Source: an optimization exercise on an open RTL-to-GDS flow (aim: small area and a short achievable clock period). Production flows keep margins and buffers that such runs may drop.
The RTL was checked by simulation tests, not by an equivalence proof against the original design.

==> flow/design.v, too long to show whole: its modules and the start of the top module <==
// module my_iir_tran_core: 5109 lines
// module iir_fa: 4 lines
// module iir_ha: 4 lines
module my_iir_tran_core (
  input  logic               clk,
  input  logic               reset,
  input  logic               load,
  input  logic signed [15:0] in,
  input  logic signed [15:0] cina,
  input  logic signed [15:0] cinb,
  output logic signed [15:0] out,
  output logic signed [31:0] outa1w,
  output logic signed [31:0] outb1w,
  output logic signed [31:0] outc1w,
  output logic signed [31:0] del0w,
  output logic signed [31:0] del2w,
  output logic signed [31:0] del3w,
  output logic signed [15:0] coeff_b0w
);
  // ...
==> flow/flow/run.sh <==
#!/bin/bash
# The standard layout (standard.sh, all steps), with one change: the
# input and output ports are buffered with sky130_fd_sc_hd__buf_2 cells
# instead of the buffer that buffer_ports picks by default (the
# clkdlybuf4s50_1 delay buffer, twice the area and slower). Every port still
# gets its own buffer. The whole output of the standard flow is kept in
# standard.log; ORFS's per-step logs are under orfs/logs/.
set -euo pipefail
export BUFFER_PORTS_ARGS="-buffer_cell sky130_fd_sc_hd__buf_2"
bash ./standard.sh finish > standard.log 2>&1
==> flow/standard.sh <==
#!/bin/bash
# synth_recipe.tcl (not shown) runs the flow's synth.tcl, then flattens the netlist and writes it again
# the make line also repeats each setting of config.mk as NAME=value (left out here)
make -C /OpenROAD-flow-scripts/flow DESIGN_CONFIG=/design/flow/config.mk WORK_HOME=/design/flow/orfs CLKGATE_MAP_FILE= SYNTH_SCRIPT=/design/flow/synth_recipe.tcl "${@:-finish}"
==> flow/config.mk <==
export PLATFORM = sky130hd
export DESIGN_NAME = my_iir_tran_core
export DESIGN_NICKNAME = my_iir_tran_core
export VERILOG_FILES = /design/flow/design.v
export SDC_FILE = /design/flow/constraint.sdc
export NUM_CORES = 4
export LEC_CHECK = 0
export ABC_AREA = 1
export CAP_MARGIN = 20
export CORE_MARGIN = 2
export CORE_UTILIZATION = 70
export SLEW_MARGIN = 20
export SYNTH_HIERARCHICAL = 1
export SYNTH_MINIMUM_KEEP_SIZE = 0
==> flow/constraint.sdc <==
create_clock -name core_clock -period 42.0 [get_ports {clk}]
set_input_delay 8.4000 -clock core_clock [delete_from_list [all_inputs] [get_ports {clk}]]
set_output_delay 8.4000 -clock core_clock [all_outputs]
set_load 0.01 [all_outputs]
==> flow_summary.json, run 1 <==
{
  "grt_max_degree": 65,
  "endpoint_kind": "output pin",
  "yosys.area_share.simple_pct": 9.89,
  "post_synth.cell_area_avg_sq_um": 8.49,
  "antenna_found_initial": 5,
  "tapCellCount": 969,
  "ant_nets": 0,
  "drc_errors": 0,
  "ys_dominant_reg_cell": "dfrtp_1",
  "cp.depth": 67,
  "rows": 100,
  "critPathKind": "input pin to output pin",
  "met3_usage_pct": 15.3,
  "worst-path-max-fanout": 49,
  "synth_top_area_share_pct": 30.9,
  "fin_util_pct": 73.7,
  "path_clk_slew_ns": 0.07,
  "arrival_ns": 24.83,
  "crit_top_cell": "nand2_1",
  "yosysTopAreaCell": "fa_1",
  "clock_skew_ns": 0.0236,
  "final_layout_size_suffix_gt1_share_pct": 9.69,
  "final.fill_count": 5738,
  "synth_xor_area_share_pct": 16.7,
  "grtUsageMet2_pct": 76.2,
  "rr_endpoint": "s1_q[22]",
  "n_all_inverters": 488,
  "dr_wl_met3_um": 25600,
  "layout.nets": 7381,
  "root_buffer": "clkbuf_16",
  "layout_common_cells": "xor2_1 (922), o22ai_1 (843), nand2_1 (814)",
  "synth_compound_gate_area_share_pct": 17.0,
  "design_area_sq_mm": 0.0547,
  "largest_cell_class": "multi-input combinational cells",
  "avgRoutedWirePerCell_um": 27.1,
  "status": "complete, no violations",
  "maxSlewViolCount": 0,
  "core_area_sq_mm": 0.0742,
  "rsz0062_at_grt": "no",
  "finalCriticalPeriod_ns": 33.23
}
==> run 2, diff against run 1 <==
--- a/flow/design.v
+++ b/flow/design.v
@@ -1234,159 +1234,107 @@
   assign ap1_g0[29] = p1_s[29] & p1_c[29];
   assign ap1_p0[29] = p1_s[29] ^ p1_c[29];
   assign ap1_g0[30] = p1_s[30] & p1_c[30];
   assign ap1_p0[30] = p1_s[30] ^ p1_c[30];
   assign ap1_g0[31] = p1_s[31] & p1_c[31];
   assign ap1_p0[31] = p1_s[31] ^ p1_c[31];
   wire ap1_G0 = ap1_g0[1] | (ap1_p0[1] & ap1_g0[0]);
   wire ap1_P0 = ap1_p0[1] & ap1_p0[0];
-  wire ap1_G1 = ap1_g0[3] | (ap1_p0[3] & ap1_g0[2]);
-  wire ap1_P1 = ap1_p0[3] & ap1_p0[2];
-  wire ap1_G2 = ap1_g0[5] | (ap1_p0[5] & ap1_g0[4]);
-  wire ap1_P2 = ap1_p0[5] & ap1_p0[4];
-  wire ap1_G3 = ap1_g0[7] | (ap1_p0[7] & ap1_g0[6]);
-  wire ap1_P3 = ap1_p0[7] & ap1_p0[6];
-  wire ap1_G4 = ap1_g0[9] | (ap1_p0[9] & ap1_g0[8]);
-  wire ap1_P4 = ap1_p0[9] & ap1_p0[8];
-  wire ap1_G5 = ap1_g0[11] | (ap1_p0[11] & ap1_g0[10]);
-  wire ap1_P5 = ap1_p0[11] & ap1_p0[10];
-  wire ap1_G6 = ap1_g0[13] | (ap1_p0[13] & ap1_g0[12]);
-  wire ap1_P6 = ap1_p0[13] & ap1_p0[12];
-  wire ap1_G7 = ap1_g0[15] | (ap1_p0[15] & ap1_g0[14]);
-  wire ap1_P7 = ap1_p0[15] & ap1_p0[14];
-  wire ap1_G8 = ap1_g0[17] | (ap1_p0[17] & ap1_g0[16]);
-  wire ap1_P8 = ap1_p0[17] & ap1_p0[16];
-  wire ap1_G9 = ap1_g0[19] | (ap1_p0[19] & ap1_g0[18]);
-  wire ap1_P9 = ap1_p0[19] & ap1_p0[18];
-  wire ap1_G10 = ap1_g0[21] | (ap1_p0[21] & ap1_g0[20]);
-  wire ap1_P10 = ap1_p0[21] & ap1_p0[20];
-  wire ap1_G11 = ap1_g0[23] | (ap1_p0[23] & ap1_g0[22]);
-  wire ap1_P11 = ap1_p0[23] & ap1_p0[22];
-  wire ap1_G12 = ap1_g0[25] | (ap1_p0[25] & ap1_g0[24]);
-  wire ap1_P12 = ap1_p0[25] & ap1_p0[24];
-  wire ap1_G13 = ap1_g0[27] | (ap1_p0[27] & ap1_g0[26]);
-  wire ap1_P13 = ap1_p0[27] & ap1_p0[26];
-  wire ap1_G14 = ap1_g0[29] | (ap1_p0[29] & ap1_g0[28]);
-  wire ap1_P14 = ap1_p0[29] & ap1_p0[28];
-  wire ap1_G15 = ap1_g0[31] | (ap1_p0[31] & ap1_g0[30]);
-  wire ap1_P15 = ap1_p0[31] & ap1_p0[30];
-  wire ap1_G16 = ap1_G1 | (ap1_P1 & ap1_G0);
-  wire ap1_P16 = ap1_P1 & ap1_P0;
-  wire ap1_G17 = ap1_G3 | (ap1_P3 & ap1_G2);
-  wire ap1_P17 = ap1_P3 & ap1_P2;
-  wire ap1_G18 = ap1_G5 | (ap1_P5 & ap1_G4);
-  wire ap1_P18 = ap1_P5 & ap1_P4;
-  wire ap1_G19 = ap1_G7 | (ap1_P7 & ap1_G6);
-  wire ap1_P19 = ap1_P7 & ap1_P6;
-  wire ap1_G20 = ap1_G9 | (ap1_P9 & ap1_G8);
-  wire ap1_P20 = ap1_P9 & ap1_P8;
-  wire ap1_G21 = ap1_G11 | (ap1_P11 & ap1_G10);
-  wire ap1_P21 = ap1_P11 & ap1_P10;
-  wire ap1_G22 = ap1_G13 | (ap1_P13 & ap1_G12);
-  wire ap1_P22 = ap1_P13 & ap1_P12;
-  wire ap1_G23 = ap1_G15 | (ap1_P15 & ap1_G14);
-  wire ap1_P23 = ap1_P15 & ap1_P14;
-  wire ap1_G24 = ap1_G17 | (ap1_P17 & ap1_G16);
-  wire ap1_P24 = ap1_P17 & ap1_P16;
-  wire ap1_G25 = ap1_G19 | (ap1_P19 & ap1_G18);
-  wire ap1_P25 = ap1_P19 & ap1_P18;
-  wire ap1_G26 = ap1_G21 | (ap1_P21 & ap1_G20);
-  wire ap1_P26 = ap1_P21 & ap1_P20;
-  wire ap1_G27 = ap1_G23 | (ap1_P23 & ap1_G22);
-  wire ap1_P27 = ap1_P23 & ap1_P22;
-  wire ap1_G28 = ap1_G25 | (ap1_P25 & ap1_G24);
-  wire ap1_P28 = ap1_P25 & ap1_P24;
-  wire ap1_G29 = ap1_G27 | (ap1_P27 & ap1_G26);
-  wire ap1_P29 = ap1_P27 & ap1_P26;
-  wire ap1_G30 = ap1_G29 | (ap1_P29 & ap1_G28);
-  wire ap1_P30 = ap1_P29 & ap1_P28;
-  wire ap1_G31 = ap1_G26 | (ap1_P26 & ap1_G28);
-  wire ap1_P31 = ap1_P26 & ap1_P28;
-  wire ap1_G32 = ap1_G18 | (ap1_P18 & ap1_G24);
-  wire ap1_P32 = ap1_P18 & ap1_P24;
-  wire ap1_G33 = ap1_G20 | (ap1_P20 & ap1_G28);
-  wire ap1_P33 = ap1_P20 & ap1_P28;
-  wire ap1_G34 = ap1_G22 | (ap1_P22 & ap1_G31);
-  wire ap1_P34 = ap1_P22 & ap1_P31;
-  wire ap1_G35 = ap1_G2 | (ap1_P2 & ap1_G16);
-  wire ap1_P35 = ap1_P2 & ap1_P16;
-  wire ap1_G36 = ap1_G4 | (ap1_P4 & ap1_G24);
-  wire ap1_P36 = ap1_P4 & ap1_P24;
-  wire ap1_G37 = ap1_G6 | (ap1_P6 & ap1_G32);
-  wire ap1_P37 = ap1_P6 & ap1_P32;
-  wire ap1_G38 = ap1_G8 | (ap1_P8 & ap1_G28);
-  wire ap1_P38 = ap1_P8 & ap1_P28;
-  wire ap1_G39 = ap1_G10 | (ap1_P10 & ap1_G33);
-  wire ap1_P39 = ap1_P10 & ap1_P33;
-  wire ap1_G40 = ap1_G12 | (ap1_P12 & ap1_G31);
-  wire ap1_P40 = ap1_P12 & ap1_P31;
-  wire ap1_G41 = ap1_G14 | (ap1_P14 & ap1_G34);
-  wire ap1_P41 = ap1_P14 & ap1_P34;
-  wire ap1_G42 = ap1_g0[2] | (ap1_p0[2] & ap1_G0);
-  wire ap1_P42 = ap1_p0[2] & ap1_P0;
-  wire ap1_G43 = ap1_g0[4] | (ap1_p0[4] & ap1_G16);
-  wire ap1_P43 = ap1_p0[4] & ap1_P16;
-  wire ap1_G44 = ap1_g0[6] | (ap1_p0[6] & ap1_G35);
-  wire ap1_P44 = ap1_p0[6] & ap1_P35;
-  wire ap1_G45 = ap1_g0[8] | (ap1_p0[8] & ap1_G24);
-  wire ap1_P45 = ap1_p0[8] & ap1_P24;
-  wire ap1_G46 = ap1_g0[10] | (ap1_p0[10] & ap1_G36);
-  wire ap1_P46 = ap1_p0[10] & ap1_P36;
-  wire ap1_G47 = ap1_g0[12] | (ap1_p0[12] & ap1_G32);
-  wire ap1_P47 = ap1_p0[12] & ap1_P32;
-  wire ap1_G48 = ap1_g0[14] | (ap1_p0[14] & ap1_G37);
-  wire ap1_P48 = ap1_p0[14] & ap1_P37;
-  wire ap1_G49 = ap1_g0[16] | (ap1_p0[16] & ap1_G28);
-  wire ap1_P49 = ap1_p0[16] & ap1_P28;
-  wire ap1_G50 = ap1_g0[18] | (ap1_p0[18] & ap1_G38);
-  wire ap1_P50 = ap1_p0[18] & ap1_P38;
-  wire ap1_G51 = ap1_g0[20] | (ap1_p0[20] & ap1_G33);
-  wire ap1_P51 = ap1_p0[20] & ap1_P33;
-  wire ap1_G52 = ap1_g0[22] | (ap1_p0[22] & ap1_G39);
-  wire ap1_P52 = ap1_p0[22] & ap1_P39;
-  wire ap1_G53 = ap1_g0[24] | (ap1_p0[24] & ap1_G31);
-  wire ap1_P53 = ap1_p0[24] & ap1_P31;
-  wire ap1_G54 = ap1_g0[26] | (ap1_p0[26] & ap1_G40);
-  wire ap1_P54 = ap1_p0[26] & ap1_P40;
-  wire ap1_G55 = ap1_g0[28] | (ap1_p0[28] & ap1_G34);
-  wire ap1_P55 = ap1_p0[28] & ap1_P34;
-  wire ap1_G56 = ap1_g0[30] | (ap1_p0[30] & ap1_G41);
-  wire ap1_P56 = ap1_p0[30] & ap1_P41;
+  wire ap1_G1 = ap1_g0[2] | (ap1_p0[2] & ap1_G0);
+  wire ap1_P1 = ap1_p0[2] & ap1_P0;
+  wire ap1_G2 = ap1_g0[3] | (ap1_p0[3] & ap1_G1);
+  wire ap1_P2 = ap1_p0[3] & ap1_P1;
+  wire ap1_G3 = ap1_g0[4] | (ap1_p0[4] & ap1_G2);
+  wire ap1_P3 = ap1_p0[4] & ap1_P2;
+  wire ap1_G4 = ap1_g0[5] | (ap1_p0[5] & ap1_G3);
+  wire ap1_P4 = ap1_p0[5] & ap1_P3;
+  wire ap1_G5 = ap1_g0[6] | (ap1_p0[6] & ap1_G4);
+  wire ap1_P5 = ap1_p0[6] & ap1_P4;
+  wire ap1_G6 = ap1_g0[7] | (ap1_p0[7] & ap1_G5);
+  wire ap1_P6 = ap1_p0[7] & ap1_P5;
+  wire ap1_G7 = ap1_g0[8] | (ap1_p0[8] & ap1_G6);
+  wire ap1_P7 = ap1_p0[8] & ap1_P6;
+  wire ap1_G8 = ap1_g0[9] | (ap1_p0[9] & ap1_G7);
+  wire ap1_P8 = ap1_p0[9] & ap1_P7;
+  wire ap1_G9 = ap1_g0[10] | (ap1_p0[10] & ap1_G8);
+  wire ap1_P9 = ap1_p0[10] & ap1_P8;
+  wire ap1_G10 = ap1_g0[11] | (ap1_p0[11] & ap1_G9);
+  wire ap1_P10 = ap1_p0[11] & ap1_P9;
+  wire ap1_G11 = ap1_g0[12] | (ap1_p0[12] & ap1_G10);
+  wire ap1_P11 = ap1_p0[12] & ap1_P10;
+  wire ap1_G12 = ap1_g0[13] | (ap1_p0[13] & ap1_G11);
+  wire ap1_P12 = ap1_p0[13] & ap1_P11;
+  wire ap1_G13 = ap1_g0[14] | (ap1_p0[14] & ap1_G12);
+  wire ap1_P13 = ap1_p0[14] & ap1_P12;
+  wire ap1_G14 = ap1_g0[15] | (ap1_p0[15] & ap1_G13);
+  wire ap1_P14 = ap1_p0[15] & ap1_P13;
+  wire ap1_G15 = ap1_g0[16] | (ap1_p0[16] & ap1_G14);
+  wire ap1_P15 = ap1_p0[16] & ap1_P14;
+  wire ap1_G16 = ap1_g0[17] | (ap1_p0[17] & ap1_G15);
+  wire ap1_P16 = ap1_p0[17] & ap1_P15;
+  wire ap1_G17 = ap1_g0[18] | (ap1_p0[18] & ap1_G16);
+  wire ap1_P17 = ap1_p0[18] & ap1_P16;
+  wire ap1_G18 = ap1_g0[19] | (ap1_p0[19] & ap1_G17);
+  wire ap1_P18 = ap1_p0[19] & ap1_P17;
+  wire ap1_G19 = ap1_g0[20] | (ap1_p0[20] & ap1_G18);
+  wire ap1_P19 = ap1_p0[20] & ap1_P18;
+  wire ap1_G20 = ap1_g0[21] | (ap1_p0[21] & ap1_G19);
+  wire ap1_P20 = ap1_p0[21] & ap1_P19;
+  wire ap1_G21 = ap1_g0[22] | (ap1_p0[22] & ap1_G20);
+  wire ap1_P21 = ap1_p0[22] & ap1_P20;
+  wire ap1_G22 = ap1_g0[23] | (ap1_p0[23] & ap1_G21);
+  wire ap1_P22 = ap1_p0[23] & ap1_P21;
+  wire ap1_G23 = ap1_g0[24] | (ap1_p0[24] & ap1_G22);
+  wire ap1_P23 = ap1_p0[24] & ap1_P22;
+  wire ap1_G24 = ap1_g0[25] | (ap1_p0[25] & ap1_G23);
+  wire ap1_P24 = ap1_p0[25] & ap1_P23;
+  wire ap1_G25 = ap1_g0[26] | (ap1_p0[26] & ap1_G24);
+  wire ap1_P25 = ap1_p0[26] & ap1_P24;
+  wire ap1_G26 = ap1_g0[27] | (ap1_p0[27] & ap1_G25);
+  wire ap1_P26 = ap1_p0[27] & ap1_P25;
+  wire ap1_G27 = ap1_g0[28] | (ap1_p0[28] & ap1_G26);
+  wire ap1_P27 = ap1_p0[28] & ap1_P26;
+  wire ap1_G28 = ap1_g0[29] | (ap1_p0[29] & ap1_G27);
+  wire ap1_P28 = ap1_p0[29] & ap1_P27;
+  wire ap1_G29 = ap1_g0[30] | (ap1_p0[30] & ap1_G28);
+  wire ap1_P29 = ap1_p0[30] & ap1_P28;
+  wire ap1_G30 = ap1_g0[31] | (ap1_p0[31] & ap1_G29);
+  wire ap1_P30 = ap1_p0[31] & ap1_P29;
   wire ap1_y1 = ap1_p0[1] ^ ap1_g0[0];
   wire ap1_y2 = ap1_p0[2] ^ ap1_G0;
-  wire ap1_y3 = ap1_p0[3] ^ ap1_G42;
-  wire ap1_y4 = ap1_p0[4] ^ ap1_G16;
-  wire ap1_y5 = ap1_p0[5] ^ ap1_G43;
-  wire ap1_y6 = ap1_p0[6] ^ ap1_G35;
-  wire ap1_y7 = ap1_p0[7] ^ ap1_G44;
-  wire ap1_y8 = ap1_p0[8] ^ ap1_G24;
-  wire ap1_y9 = ap1_p0[9] ^ ap1_G45;
-  wire ap1_y10 = ap1_p0[10] ^ ap1_G36;
-  wire ap1_y11 = ap1_p0[11] ^ ap1_G46;
-  wire ap1_y12 = ap1_p0[12] ^ ap1_G32;
-  wire ap1_y13 = ap1_p0[13] ^ ap1_G47;
-  wire ap1_y14 = ap1_p0[14] ^ ap1_G37;
-  wire ap1_y15 = ap1_p0[15] ^ ap1_G48;
-  wire ap1_y16 = ap1_p0[16] ^ ap1_G28;
-  wire ap1_y17 = ap1_p0[17] ^ ap1_G49;
-  wire ap1_y18 = ap1_p0[18] ^ ap1_G38;
-  wire ap1_y19 = ap1_p0[19] ^ ap1_G50;
-  wire ap1_y20 = ap1_p0[20] ^ ap1_G33;
-  wire ap1_y21 = ap1_p0[21] ^ ap1_G51;
-  wire ap1_y22 = ap1_p0[22] ^ ap1_G39;
-  wire ap1_y23 = ap1_p0[23] ^ ap1_G52;
-  wire ap1_y24 = ap1_p0[24] ^ ap1_G31;
-  wire ap1_y25 = ap1_p0[25] ^ ap1_G53;
-  wire ap1_y26 = ap1_p0[26] ^ ap1_G40;
-  wire ap1_y27 = ap1_p0[27] ^ ap1_G54;
-  wire ap1_y28 = ap1_p0[28] ^ ap1_G34;
-  wire ap1_y29 = ap1_p0[29] ^ ap1_G55;
-  wire ap1_y30 = ap1_p0[30] ^ ap1_G41;
-  wire ap1_y31 = ap1_p0[31] ^ ap1_G56;
+  wire ap1_y3 = ap1_p0[3] ^ ap1_G1;
+  wire ap1_y4 = ap1_p0[4] ^ ap1_G2;
+  wire ap1_y5 = ap1_p0[5] ^ ap1_G3;
+  wire ap1_y6 = ap1_p0[6] ^ ap1_G4;
+  wire ap1_y7 = ap1_p0[7] ^ ap1_G5;
+  wire ap1_y8 = ap1_p0[8] ^ ap1_G6;
+  wire ap1_y9 = ap1_p0[9] ^ ap1_G7;
+  wire ap1_y10 = ap1_p0[10] ^ ap1_G8;
+  wire ap1_y11 = ap1_p0[11] ^ ap1_G9;
+  wire ap1_y12 = ap1_p0[12] ^ ap1_G10;
+  wire ap1_y13 = ap1_p0[13] ^ ap1_G11;
+  wire ap1_y14 = ap1_p0[14] ^ ap1_G12;
+  wire ap1_y15 = ap1_p0[15] ^ ap1_G13;
+  wire ap1_y16 = ap1_p0[16] ^ ap1_G14;
+  wire ap1_y17 = ap1_p0[17] ^ ap1_G15;
+  wire ap1_y18 = ap1_p0[18] ^ ap1_G16;
+  wire ap1_y19 = ap1_p0[19] ^ ap1_G17;
+  wire ap1_y20 = ap1_p0[20] ^ ap1_G18;
+  wire ap1_y21 = ap1_p0[21] ^ ap1_G19;
+  wire ap1_y22 = ap1_p0[22] ^ ap1_G20;
+  wire ap1_y23 = ap1_p0[23] ^ ap1_G21;
+  wire ap1_y24 = ap1_p0[24] ^ ap1_G22;
+  wire ap1_y25 = ap1_p0[25] ^ ap1_G23;
+  wire ap1_y26 = ap1_p0[26] ^ ap1_G24;
+  wire ap1_y27 = ap1_p0[27] ^ ap1_G25;
+  wire ap1_y28 = ap1_p0[28] ^ ap1_G26;
+  wire ap1_y29 = ap1_p0[29] ^ ap1_G27;
+  wire ap1_y30 = ap1_p0[30] ^ ap1_G28;
+  wire ap1_y31 = ap1_p0[31] ^ ap1_G29;
   wire [31:0] p1 = {ap1_y31, ap1_y30, ap1_y29, ap1_y28, ap1_y27, ap1_y26, ap1_y25, ap1_y24, ap1_y23, ap1_y22, ap1_y21, ap1_y20, ap1_y19, ap1_y18, ap1_y17, ap1_y16, ap1_y15, ap1_y14, ap1_y13, ap1_y12, ap1_y11, ap1_y10, ap1_y9, ap1_y8, ap1_y7, ap1_y6, ap1_y5, ap1_y4, ap1_y3, ap1_y2, ap1_y1, ap1_p0[0]};
   wire [2:0] q2_e0 = benc(b2_q[1], b2_q[0], 1'b0);
   wire [16:0] q2_p0;
   assign q2_p0[0] = ((q2_e0[0] & in[0]) | (q2_e0[1] & 1'b0)) ^ q2_e0[2];
   assign q2_p0[1] = ((q2_e0[0] & in[1]) | (q2_e0[1] & in[0])) ^ q2_e0[2];
   assign q2_p0[2] = ((q2_e0[0] & in[2]) | (q2_e0[1] & in[1])) ^ q2_e0[2];
   assign q2_p0[3] = ((q2_e0[0] & in[3]) | (q2_e0[1] & in[2])) ^ q2_e0[2];
   assign q2_p0[4] = ((q2_e0[0] & in[4]) | (q2_e0[1] & in[3])) ^ q2_e0[2];
@@ -1823,159 +1771,107 @@
   assign ap2_g0[29] = p2_s[29] & p2_c[29];
   assign ap2_p0[29] = p2_s[29] ^ p2_c[29];
   assign ap2_g0[30] = p2_s[30] & p2_c[30];
   assign ap2_p0[30] = p2_s[30] ^ p2_c[30];
   assign ap2_g0[31] = p2_s[31] & p2_c[31];
   assign ap2_p0[31] = p2_s[31] ^ p2_c[31];
   wire ap2_G0 = ap2_g0[1] | (ap2_p0[1] & ap2_g0[0]);
   wire ap2_P0 = ap2_p0[1] & ap2_p0[0];
-  wire ap2_G1 = ap2_g0[3] | (ap2_p0[3] & ap2_g0[2]);
-  wire ap2_P1 = ap2_p0[3] & ap2_p0[2];
-  wire ap2_G2 = ap2_g0[5] | (ap2_p0[5] & ap2_g0[4]);
-  wire ap2_P2 = ap2_p0[5] & ap2_p0[4];
-  wire ap2_G3 = ap2_g0[7] | (ap2_p0[7] & ap2_g0[6]);
-  wire ap2_P3 = ap2_p0[7] & ap2_p0[6];
-  wire ap2_G4 = ap2_g0[9] | (ap2_p0[9] & ap2_g0[8]);
-  wire ap2_P4 = ap2_p0[9] & ap2_p0[8];
-  wire ap2_G5 = ap2_g0[11] | (ap2_p0[11] & ap2_g0[10]);
-  wire ap2_P5 = ap2_p0[11] & ap2_p0[10];
-  wire ap2_G6 = ap2_g0[13] | (ap2_p0[13] & ap2_g0[12]);
-  wire ap2_P6 = ap2_p0[13] & ap2_p0[12];
-  wire ap2_G7 = ap2_g0[15] | (ap2_p0[15] & ap2_g0[14]);
-  wire ap2_P7 = ap2_p0[15] & ap2_p0[14];
-  wire ap2_G8 = ap2_g0[17] | (ap2_p0[17] & ap2_g0[16]);
-  wire ap2_P8 = ap2_p0[17] & ap2_p0[16];
-  wire ap2_G9 = ap2_g0[19] | (ap2_p0[19] & ap2_g0[18]);
-  wire ap2_P9 = ap2_p0[19] & ap2_p0[18];
-  wire ap2_G10 = ap2_g0[21] | (ap2_p0[21] & ap2_g0[20]);
-  wire ap2_P10 = ap2_p0[21] & ap2_p0[20];
-  wire ap2_G11 = ap2_g0[23] | (ap2_p0[23] & ap2_g0[22]);
-  wire ap2_P11 = ap2_p0[23] & ap2_p0[22];
-  wire ap2_G12 = ap2_g0[25] | (ap2_p0[25] & ap2_g0[24]);
-  wire ap2_P12 = ap2_p0[25] & ap2_p0[24];
-  wire ap2_G13 = ap2_g0[27] | (ap2_p0[27] & ap2_g0[26]);
-  wire ap2_P13 = ap2_p0[27] & ap2_p0[26];
-  wire ap2_G14 = ap2_g0[29] | (ap2_p0[29] & ap2_g0[28]);
-  wire ap2_P14 = ap2_p0[29] & ap2_p0[28];
-  wire ap2_G15 = ap2_g0[31] | (ap2_p0[31] & ap2_g0[30]);
-  wire ap2_P15 = ap2_p0[31] & ap2_p0[30];
-  wire ap2_G16 = ap2_G1 | (ap2_P1 & ap2_G0);
-  wire ap2_P16 = ap2_P1 & ap2_P0;
-  wire ap2_G17 = ap2_G3 | (ap2_P3 & ap2_G2);
-  wire ap2_P17 = ap2_P3 & ap2_P2;
-  wire ap2_G18 = ap2_G5 | (ap2_P5 & ap2_G4);
-  wire ap2_P18 = ap2_P5 & ap2_P4;
-  wire ap2_G19 = ap2_G7 | (ap2_P7 & ap2_G6);
-  wire ap2_P19 = ap2_P7 & ap2_P6;
-  wire ap2_G20 = ap2_G9 | (ap2_P9 & ap2_G8);
-  wire ap2_P20 = ap2_P9 & ap2_P8;
-  wire ap2_G21 = ap2_G11 | (ap2_P11 & ap2_G10);
-  wire ap2_P21 = ap2_P11 & ap2_P10;
-  wire ap2_G22 = ap2_G13 | (ap2_P13 & ap2_G12);
-  wire ap2_P22 = ap2_P13 & ap2_P12;
-  wire ap2_G23 = ap2_G15 | (ap2_P15 & ap2_G14);
-  wire ap2_P23 = ap2_P15 & ap2_P14;
-  wire ap2_G24 = ap2_G17 | (ap2_P17 & ap2_G16);
-  wire ap2_P24 = ap2_P17 & ap2_P16;
-  wire ap2_G25 = ap2_G19 | (ap2_P19 & ap2_G18);
-  wire ap2_P25 = ap2_P19 & ap2_P18;
-  wire ap2_G26 = ap2_G21 | (ap2_P21 & ap2_G20);
-  wire ap2_P26 = ap2_P21 & ap2_P20;
-  wire ap2_G27 = ap2_G23 | (ap2_P23 & ap2_G22);
-  wire ap2_P27 = ap2_P23 & ap2_P22;
-  wire ap2_G28 = ap2_G25 | (ap2_P25 & ap2_G24);
-  wire ap2_P28 = ap2_P25 & ap2_P24;
-  wire ap2_G29 = ap2_G27 | (ap2_P27 & ap2_G26);
-  wire ap2_P29 = ap2_P27 & ap2_P26;
-  wire ap2_G30 = ap2_G29 | (ap2_P29 & ap2_G28);
-  wire ap2_P30 = ap2_P29 & ap2_P28;
-  wire ap2_G31 = ap2_G26 | (ap2_P26 & ap2_G28);
-  wire ap2_P31 = ap2_P26 & ap2_P28;
-  wire ap2_G32 = ap2_G18 | (ap2_P18 & ap2_G24);
-  wire ap2_P32 = ap2_P18 & ap2_P24;
-  wire ap2_G33 = ap2_G20 | (ap2_P20 & ap2_G28);
-  wire ap2_P33 = ap2_P20 & ap2_P28;
-  wire ap2_G34 = ap2_G22 | (ap2_P22 & ap2_G31);
-  wire ap2_P34 = ap2_P22 & ap2_P31;
-  wire ap2_G35 = ap2_G2 | (ap2_P2 & ap2_G16);
-  wire ap2_P35 = ap2_P2 & ap2_P16;
-  wire ap2_G36 = ap2_G4 | (ap2_P4 & ap2_G24);
-  wire ap2_P36 = ap2_P4 & ap2_P24;
-  wire ap2_G37 = ap2_G6 | (ap2_P6 & ap2_G32);
-  wire ap2_P37 = ap2_P6 & ap2_P32;
-  wire ap2_G38 = ap2_G8 | (ap2_P8 & ap2_G28);
-  wire ap2_P38 = ap2_P8 & ap2_P28;
-  wire ap2_G39 = ap2_G10 | (ap2_P10 & ap2_G33);
-  wire ap2_P39 = ap2_P10 & ap2_P33;
-  wire ap2_G40 = ap2_G12 | (ap2_P12 & ap2_G31);
-  wire ap2_P40 = ap2_P12 & ap2_P31;
-  wire ap2_G41 = ap2_G14 | (ap2_P14 & ap2_G34);
-  wire ap2_P41 = ap2_P14 & ap2_P34;
-  wire ap2_G42 = ap2_g0[2] | (ap2_p0[2] & ap2_G0);
-  wire ap2_P42 = ap2_p0[2] & ap2_P0;
-  wire ap2_G43 = ap2_g0[4] | (ap2_p0[4] & ap2_G16);
-  wire ap2_P43 = ap2_p0[4] & ap2_P16;
-  wire ap2_G44 = ap2_g0[6] | (ap2_p0[6] & ap2_G35);
-  wire ap2_P44 = ap2_p0[6] & ap2_P35;
-  wire ap2_G45 = ap2_g0[8] | (ap2_p0[8] & ap2_G24);
-  wire ap2_P45 = ap2_p0[8] & ap2_P24;
-  wire ap2_G46 = ap2_g0[10] | (ap2_p0[10] & ap2_G36);
-  wire ap2_P46 = ap2_p0[10] & ap2_P36;
-  wire ap2_G47 = ap2_g0[12] | (ap2_p0[12] & ap2_G32);
-  wire ap2_P47 = ap2_p0[12] & ap2_P32;
-  wire ap2_G48 = ap2_g0[14] | (ap2_p0[14] & ap2_G37);
-  wire ap2_P48 = ap2_p0[14] & ap2_P37;
-  wire ap2_G49 = ap2_g0[16] | (ap2_p0[16] & ap2_G28);
-  wire ap2_P49 = ap2_p0[16] & ap2_P28;
-  wire ap2_G50 = ap2_g0[18] | (ap2_p0[18] & ap2_G38);
-  wire ap2_P50 = ap2_p0[18] & ap2_P38;
-  wire ap2_G51 = ap2_g0[20] | (ap2_p0[20] & ap2_G33);
-  wire ap2_P51 = ap2_p0[20] & ap2_P33;
-  wire ap2_G52 = ap2_g0[22] | (ap2_p0[22] & ap2_G39);
-  wire ap2_P52 = ap2_p0[22] & ap2_P39;
-  wire ap2_G53 = ap2_g0[24] | (ap2_p0[24] & ap2_G31);
-  wire ap2_P53 = ap2_p0[24] & ap2_P31;
-  wire ap2_G54 = ap2_g0[26] | (ap2_p0[26] & ap2_G40);
-  wire ap2_P54 = ap2_p0[26] & ap2_P40;
-  wire ap2_G55 = ap2_g0[28] | (ap2_p0[28] & ap2_G34);
-  wire ap2_P55 = ap2_p0[28] & ap2_P34;
-  wire ap2_G56 = ap2_g0[30] | (ap2_p0[30] & ap2_G41);
-  wire ap2_P56 = ap2_p0[30] & ap2_P41;
+  wire ap2_G1 = ap2_g0[2] | (ap2_p0[2] & ap2_G0);
+  wire ap2_P1 = ap2_p0[2] & ap2_P0;
+  wire ap2_G2 = ap2_g0[3] | (ap2_p0[3] & ap2_G1);
+  wire ap2_P2 = ap2_p0[3] & ap2_P1;
+  wire ap2_G3 = ap2_g0[4] | (ap2_p0[4] & ap2_G2);
+  wire ap2_P3 = ap2_p0[4] & ap2_P2;
+  wire ap2_G4 = ap2_g0[5] | (ap2_p0[5] & ap2_G3);
+  wire ap2_P4 = ap2_p0[5] & ap2_P3;
+  wire ap2_G5 = ap2_g0[6] | (ap2_p0[6] & ap2_G4);
+  wire ap2_P5 = ap2_p0[6] & ap2_P4;
+  wire ap2_G6 = ap2_g0[7] | (ap2_p0[7] & ap2_G5);
+  wire ap2_P6 = ap2_p0[7] & ap2_P5;
+  wire ap2_G7 = ap2_g0[8] | (ap2_p0[8] & ap2_G6);
+  wire ap2_P7 = ap2_p0[8] & ap2_P6;
+  wire ap2_G8 = ap2_g0[9] | (ap2_p0[9] & ap2_G7);
+  wire ap2_P8 = ap2_p0[9] & ap2_P7;
+  wire ap2_G9 = ap2_g0[10] | (ap2_p0[10] & ap2_G8);
+  wire ap2_P9 = ap2_p0[10] & ap2_P8;
+  wire ap2_G10 = ap2_g0[11] | (ap2_p0[11] & ap2_G9);
+  wire ap2_P10 = ap2_p0[11] & ap2_P9;
+  wire ap2_G11 = ap2_g0[12] | (ap2_p0[12] & ap2_G10);
+  wire ap2_P11 = ap2_p0[12] & ap2_P10;
+  wire ap2_G12 = ap2_g0[13] | (ap2_p0[13] & ap2_G11);
+  wire ap2_P12 = ap2_p0[13] & ap2_P11;
+  wire ap2_G13 = ap2_g0[14] | (ap2_p0[14] & ap2_G12);
+  wire ap2_P13 = ap2_p0[14] & ap2_P12;
+  wire ap2_G14 = ap2_g0[15] | (ap2_p0[15] & ap2_G13);
+  wire ap2_P14 = ap2_p0[15] & ap2_P13;
+  wire ap2_G15 = ap2_g0[16] | (ap2_p0[16] & ap2_G14);
+  wire ap2_P15 = ap2_p0[16] & ap2_P14;
+  wire ap2_G16 = ap2_g0[17] | (ap2_p0[17] & ap2_G15);
+  wire ap2_P16 = ap2_p0[17] & ap2_P15;
+  wire ap2_G17 = ap2_g0[18] | (ap2_p0[18] & ap2_G16);
+  wire ap2_P17 = ap2_p0[18] & ap2_P16;
+  wire ap2_G18 = ap2_g0[19] | (ap2_p0[19] & ap2_G17);
+  wire ap2_P18 = ap2_p0[19] & ap2_P17;
+  wire ap2_G19 = ap2_g0[20] | (ap2_p0[20] & ap2_G18);
+  wire ap2_P19 = ap2_p0[20] & ap2_P18;
+  wire ap2_G20 = ap2_g0[21] | (ap2_p0[21] & ap2_G19);
+  wire ap2_P20 = ap2_p0[21] & ap2_P19;
+  wire ap2_G21 = ap2_g0[22] | (ap2_p0[22] & ap2_G20);
+  wire ap2_P21 = ap2_p0[22] & ap2_P20;
+  wire ap2_G22 = ap2_g0[23] | (ap2_p0[23] & ap2_G21);
+  wire ap2_P22 = ap2_p0[23] & ap2_P21;
+  wire ap2_G23 = ap2_g0[24] | (ap2_p0[24] & ap2_G22);
+  wire ap2_P23 = ap2_p0[24] & ap2_P22;
+  wire ap2_G24 = ap2_g0[25] | (ap2_p0[25] & ap2_G23);
+  wire ap2_P24 = ap2_p0[25] & ap2_P23;
+  wire ap2_G25 = ap2_g0[26] | (ap2_p0[26] & ap2_G24);
+  wire ap2_P25 = ap2_p0[26] & ap2_P24;
+  wire ap2_G26 = ap2_g0[27] | (ap2_p0[27] & ap2_G25);
+  wire ap2_P26 = ap2_p0[27] & ap2_P25;
+  wire ap2_G27 = ap2_g0[28] | (ap2_p0[28] & ap2_G26);
+  wire ap2_P27 = ap2_p0[28] & ap2_P26;
+  wire ap2_G28 = ap2_g0[29] | (ap2_p0[29] & ap2_G27);
+  wire ap2_P28 = ap2_p0[29] & ap2_P27;
+  wire ap2_G29 = ap2_g0[30] | (ap2_p0[30] & ap2_G28);
+  wire ap2_P29 = ap2_p0[30] & ap2_P28;
+  wire ap2_G30 = ap2_g0[31] | (ap2_p0[31] & ap2_G29);
+  wire ap2_P30 = ap2_p0[31] & ap2_P29;
   wire ap2_y1 = ap2_p0[1] ^ ap2_g0[0];
   wire ap2_y2 = ap2_p0[2] ^ ap2_G0;
-  wire ap2_y3 = ap2_p0[3] ^ ap2_G42;
-  wire ap2_y4 = ap2_p0[4] ^ ap2_G16;
-  wire ap2_y5 = ap2_p0[5] ^ ap2_G43;
-  wire ap2_y6 = ap2_p0[6] ^ ap2_G35;
-  wire ap2_y7 = ap2_p0[7] ^ ap2_G44;
-  wire ap2_y8 = ap2_p0[8] ^ ap2_G24;
-  wire ap2_y9 = ap2_p0[9] ^ ap2_G45;
-  wire ap2_y10 = ap2_p0[10] ^ ap2_G36;
-  wire ap2_y11 = ap2_p0[11] ^ ap2_G46;
-  wire ap2_y12 = ap2_p0[12] ^ ap2_G32;
-  wire ap2_y13 = ap2_p0[13] ^ ap2_G47;
-  wire ap2_y14 = ap2_p0[14] ^ ap2_G37;
-  wire ap2_y15 = ap2_p0[15] ^ ap2_G48;
-  wire ap2_y16 = ap2_p0[16] ^ ap2_G28;
-  wire ap2_y17 = ap2_p0[17] ^ ap2_G49;
-  wire ap2_y18 = ap2_p0[18] ^ ap2_G38;
-  wire ap2_y19 = ap2_p0[19] ^ ap2_G50;
-  wire ap2_y20 = ap2_p0[20] ^ ap2_G33;
-  wire ap2_y21 = ap2_p0[21] ^ ap2_G51;
-  wire ap2_y22 = ap2_p0[22] ^ ap2_G39;
-  wire ap2_y23 = ap2_p0[23] ^ ap2_G52;
-  wire ap2_y24 = ap2_p0[24] ^ ap2_G31;
-  wire ap2_y25 = ap2_p0[25] ^ ap2_G53;
-  wire ap2_y26 = ap2_p0[26] ^ ap2_G40;
-  wire ap2_y27 = ap2_p0[27] ^ ap2_G54;
-  wire ap2_y28 = ap2_p0[28] ^ ap2_G34;
-  wire ap2_y29 = ap2_p0[29] ^ ap2_G55;
-  wire ap2_y30 = ap2_p0[30] ^ ap2_G41;
-  wire ap2_y31 = ap2_p0[31] ^ ap2_G56;
+  wire ap2_y3 = ap2_p0[3] ^ ap2_G1;
+  wire ap2_y4 = ap2_p0[4] ^ ap2_G2;
+  wire ap2_y5 = ap2_p0[5] ^ ap2_G3;
+  wire ap2_y6 = ap2_p0[6] ^ ap2_G4;
+  wire ap2_y7 = ap2_p0[7] ^ ap2_G5;
+  wire ap2_y8 = ap2_p0[8] ^ ap2_G6;
+  wire ap2_y9 = ap2_p0[9] ^ ap2_G7;
+  wire ap2_y10 = ap2_p0[10] ^ ap2_G8;
+  wire ap2_y11 = ap2_p0[11] ^ ap2_G9;
+  wire ap2_y12 = ap2_p0[12] ^ ap2_G10;
+  wire ap2_y13 = ap2_p0[13] ^ ap2_G11;
+  wire ap2_y14 = ap2_p0[14] ^ ap2_G12;
+  wire ap2_y15 = ap2_p0[15] ^ ap2_G13;
+  wire ap2_y16 = ap2_p0[16] ^ ap2_G14;
+  wire ap2_y17 = ap2_p0[17] ^ ap2_G15;
+  wire ap2_y18 = ap2_p0[18] ^ ap2_G16;
+  wire ap2_y19 = ap2_p0[19] ^ ap2_G17;
+  wire ap2_y20 = ap2_p0[20] ^ ap2_G18;
+  wire ap2_y21 = ap2_p0[21] ^ ap2_G19;
+  wire ap2_y22 = ap2_p0[22] ^ ap2_G20;
+  wire ap2_y23 = ap2_p0[23] ^ ap2_G21;
+  wire ap2_y24 = ap2_p0[24] ^ ap2_G22;
+  wire ap2_y25 = ap2_p0[25] ^ ap2_G23;
+  wire ap2_y26 = ap2_p0[26] ^ ap2_G24;
+  wire ap2_y27 = ap2_p0[27] ^ ap2_G25;
+  wire ap2_y28 = ap2_p0[28] ^ ap2_G26;
+  wire ap2_y29 = ap2_p0[29] ^ ap2_G27;
+  wire ap2_y30 = ap2_p0[30] ^ ap2_G28;
+  wire ap2_y31 = ap2_p0[31] ^ ap2_G29;
   wire [31:0] p2 = {ap2_y31, ap2_y30, ap2_y29, ap2_y28, ap2_y27, ap2_y26, ap2_y25, ap2_y24, ap2_y23, ap2_y22, ap2_y21, ap2_y20, ap2_y19, ap2_y18, ap2_y17, ap2_y16, ap2_y15, ap2_y14, ap2_y13, ap2_y12, ap2_y11, ap2_y10, ap2_y9, ap2_y8, ap2_y7, ap2_y6, ap2_y5, ap2_y4, ap2_y3, ap2_y2, ap2_y1, ap2_p0[0]};
   wire [2:0] r1_e0 = benc(a1_q[1], a1_q[0], 1'b0);
   wire [32:0] r1_p0;
   assign r1_p0[0] = ((r1_e0[0] & yacc[0]) | (r1_e0[1] & 1'b0)) ^ r1_e0[2];
   assign r1_p0[1] = ((r1_e0[0] & yacc[1]) | (r1_e0[1] & yacc[0])) ^ r1_e0[2];
   assign r1_p0[2] = ((r1_e0[0] & yacc[2]) | (r1_e0[1] & yacc[1])) ^ r1_e0[2];
   assign r1_p0[3] = ((r1_e0[0] & yacc[3]) | (r1_e0[1] & yacc[2])) ^ r1_e0[2];
   assign r1_p0[4] = ((r1_e0[0] & yacc[4]) | (r1_e0[1] & yacc[3])) ^ r1_e0[2];
==> run 2 against run 1 <==
Setup slack better by 0.61 ns. Hold slack worse by 0.017 ns. Maximum frequency is 1.9% higher. Sequential share of layout area is 0.16 points higher. Non-clock buffer count is 10 lower. Sequential cell count stayed put. Global-route usage is 1.7 points lower. Critical path type unchanged. First-iteration DRC count is 8.9% higher. Final area is 2.1% lower. Wire length is 5.6% lower. Still clean.
==> flow_summary.json, run 2 <==
{
  "grtUsageTotal_pct": 48.2,
  "io_pins": 275,
  "first_global_vias": 45739,
  "worst-path-max-fanout": 49,
  "drt_iter0_drc": 7037,
  "hold_ws_ns": 0.488,
  "ys_seq_area_share_pct": 7.92,
  "top_regs": "s1_q x32, s2_q x32",
  "clock_sinks": 162,
  "fmax_mhz": 30.7,
  "htreeDepth": 4,
  "timing.setup.tns_ns": 0,
  "endpoint_kind": "output pin",
  "layout_commonest_cell": "xor2_1",
  "root_buffer": "clkbuf_16",
  "maxSlewViolCount": 0,
  "postCtsResizedCells": 0,
  "critPathKind": "input pin to output pin",
  "avgRoutedWirePerCell_um": 26.4,
  "required_ns": 33.60,
  "start_kind": "input pin",
  "antenna_found_initial": 10,
  "timing.final.crit_share_pct": 77.6,
  "grt_max_degree": 91,
  "first_pass_iters": 9,
  "hold_class": "flip-flop to flip-flop",
  "dp_slack_ns": 9.48,
  "layout_common_cells": "xor2_1 (936), fa_1 (836), o22ai_1 (822)",
  "clock_path_buffers": 2,
  "synthArstFlopShare_pct": 100,
  "hold_viol_final": 0,
  "grt_overflow_total": 0,
  "cts_tree": "built",
  "yosys-top-cells-area": "fa_1 (33%), xor2_1 (16%), o22ai_1 (10%)",
  "ys_dominant_reg_cell": "dfrtp_1",
  "tightest_slew_ns": 1.13,
  "cts_buffers": 17,
  "layout.nets": 7152,
  "core_area_sq_mm": 0.0727,
  "rr_startpoint": "b0_q[5]",
  "die_width_um": 274,
  "max_stage_delay_ns": 0.71,
  "rsz0062_at_grt": "no",
  "clock_skew_ns": 0.0247,
  "relSlewSlack_pct": 24.3,
  "rr_endpoint": "s1_q[30]",
  "maxCapViolations": 0,
  "fin_cells": 6882,
  "insertion_delay_ns": 0.52,
  "finalCriticalPeriod_ns": 32.61,
  "hold_depth": 2,
  "wirelength_um": 181000,
  "post_synth.cell_area_avg_sq_um": 8.59,
  "vias_per_cell": 6.87,
  "io_buffers": 274,
  "numPlacedInstances": 6846,
  "cts_setup_buffers": 0,
  "yosysMostFrequentCell": "xor2_1",
  "vias": 47253,
  "syn_area_sq_mm": 0.0512,
  "yosysTopAreaCell": "fa_1",
  "synth_warnings": 7,
  "gp_congestion": 1.01,
  "cts_hold_buf": 0,
  "ff2ff_setup_slack_ns": 24.05,
  "final_layout_size_suffix_gt1_share_pct": 9.44,
  "setup-violations-final": 0,
  "rows": 99,
  "grt_pass1_wl_um": 273000,
  "ant_nets": 0,
  "min-delay-start": "b1_q[11]",
  "initial_utilization_pct": 70.4,
  "layout_setup_ws_ns": 9.39,
  "ys_types": 54,
  "dp.final_hpwl_um": 132000,
  "status": "complete, no violations",
  "reg2reg_depth": 75,
  "worstHoldEndpoint": "b1_q[11]",
  "arrival_ns": 24.21,
  "synth_commonest_cells": "xor2_1 (936), fa_1 (836), o22ai_1 (822), nand2_1 (774), inv_1 (513)",
  "area_delta_synth_final_pct": 4.66,
  "drc_errors": 0,
  "die_h_um": 274,
  "crit_top_cell": "nand2_1",
  "synth_top_area_share_pct": 32.7,
  "die_area_sq_mm": 0.0753,
  "ys_ff_latch": 162,
  "crit_slowest_cell": "nand4_1",
  "synth_cells": 5957,
  "path_clk_slew_ns": 0.07,
  "synth_edf_count": 0
}
run 2: cell count changes in the layout (fill, tap and decap cells not counted), sizes merged, moves of 21 or more:
cell    before  now
ha         414  358
nand2      857  807
nand3      121   83
o22ai      843  822
inv        495  531
o221ai       0   25
a31oi       32    9
fa         808  836
a21oi      350  282
run 2: kinds of logic (layout without fill, tap and decap cells):
family | after synthesis | in the layout | synth area share, %
AO/OA/AOI/OAI | 1408 | 1408 | 16.5
XOR/XNOR | 996 | 996 | 17.0
adder cells (fa/ha/maj) | 1194 | 1194 | 41.5
buffers and inverters | 1051 | 972 | 8.05
flip-flops | 162 | 162 | 7.92
other | 1 | 46 | 0.00733
AND/OR/NAND/NOR | 1145 | 1145 | 9.00
run 2: modules after synthesis, one instance, submodules excluded:
module,flip-flops and latches,times used,cells inside,area (sq um)
my_iir_tran_core,162,1,5075,34600
iir_fa,0,742,1,20.0
iir_ha,0,140,1,12.5
run 2: worst max path at each step:
stage	start	endpoint	cells after the start
finish	in[13]	outb1w[15]	69
global placement	in[13]	outb1w[5]	73
detailed placement	in[13]	outb1w[5]	67
global route	in[13]	outb1w[19]	69
CTS	in[13]	outb1w[5]	67
floorplan	in[1]	outa1w[31]	38
run 2: area by class of cell:
class | count | area, sq um
inverters | 527 | 1980
repair buffers | 414 | 2440
clock buffers | 17 | 425
clock inverters | 14 | 128
fillers | 5691 | 19200
multi-input cells | 4785 | 43300
well taps | 959 | 1200
diodes | 4 | 10.0
flip-flops and latches | 162 | 4070
run 2: metal layers:
metal	up-vias	routed length, um	GRT usage, %
li1	19674	-	-
met1	22741	65500	63.7
met2	3986	75400	68.4
met3	840	28900	19.2
met4	12	11300	24.3
met5	-	269	1.86
run 2: per-stage QoR:
stage / cell area [sq um] / util, %
3_3_place_gp: 52900 / 72.8
3_5_place_dp: 52900 / 72.8
4_1_cts: 53500 / 73.6
6_report: 53500 / 73.6
5_1_grt: 53500 / 73.6
2_1_floorplan: 51300 / -
run 2: critical path: cells and delay by family:
| kind | cells | cell delay, ns |
|---|---|---|
| fa+ha+maj | 13 | 5.11 |
| buf+inv | 8 | 1.89 |
| xor+xnor | 2 | 0.44 |
| compound gates | 14 | 3.23 |
| simple gates | 32 | 5.04 |

-- afterwards: timing with drivers on the ports --
Ports are ideal in the flow. The routed layouts listed here were re-timed in OpenROAD. Step 1 assumes that a clkbuf_16 drives the clock port and a buf_2 every other input. Step 2, shift: input delay + t, output delay - t, t = (earliest + latest rising clock arrival at the registers) / 2. This alone moves slack from input paths to output paths. a / b / c = ideal ports / drivers / drivers and shift; a / b = the first two.
run	t, ns	setup WS [ns]	hold slack, ns	slew at the worst register clock pin (ns)
run 1	0.583	8.775 / 8.752 / 8.752	0.505 / 0.505 / 0.505	0.09 / 0.09
run 2	0.575	9.387 / 9.368 / 9.368	0.488 / 0.488 / 0.488	0.09 / 0.09
After both steps every run listed still meets setup and hold. For run 1, which loses most, drivers alone change the setup slack by -0.023 ns; drivers and shift together by -0.023 ns.
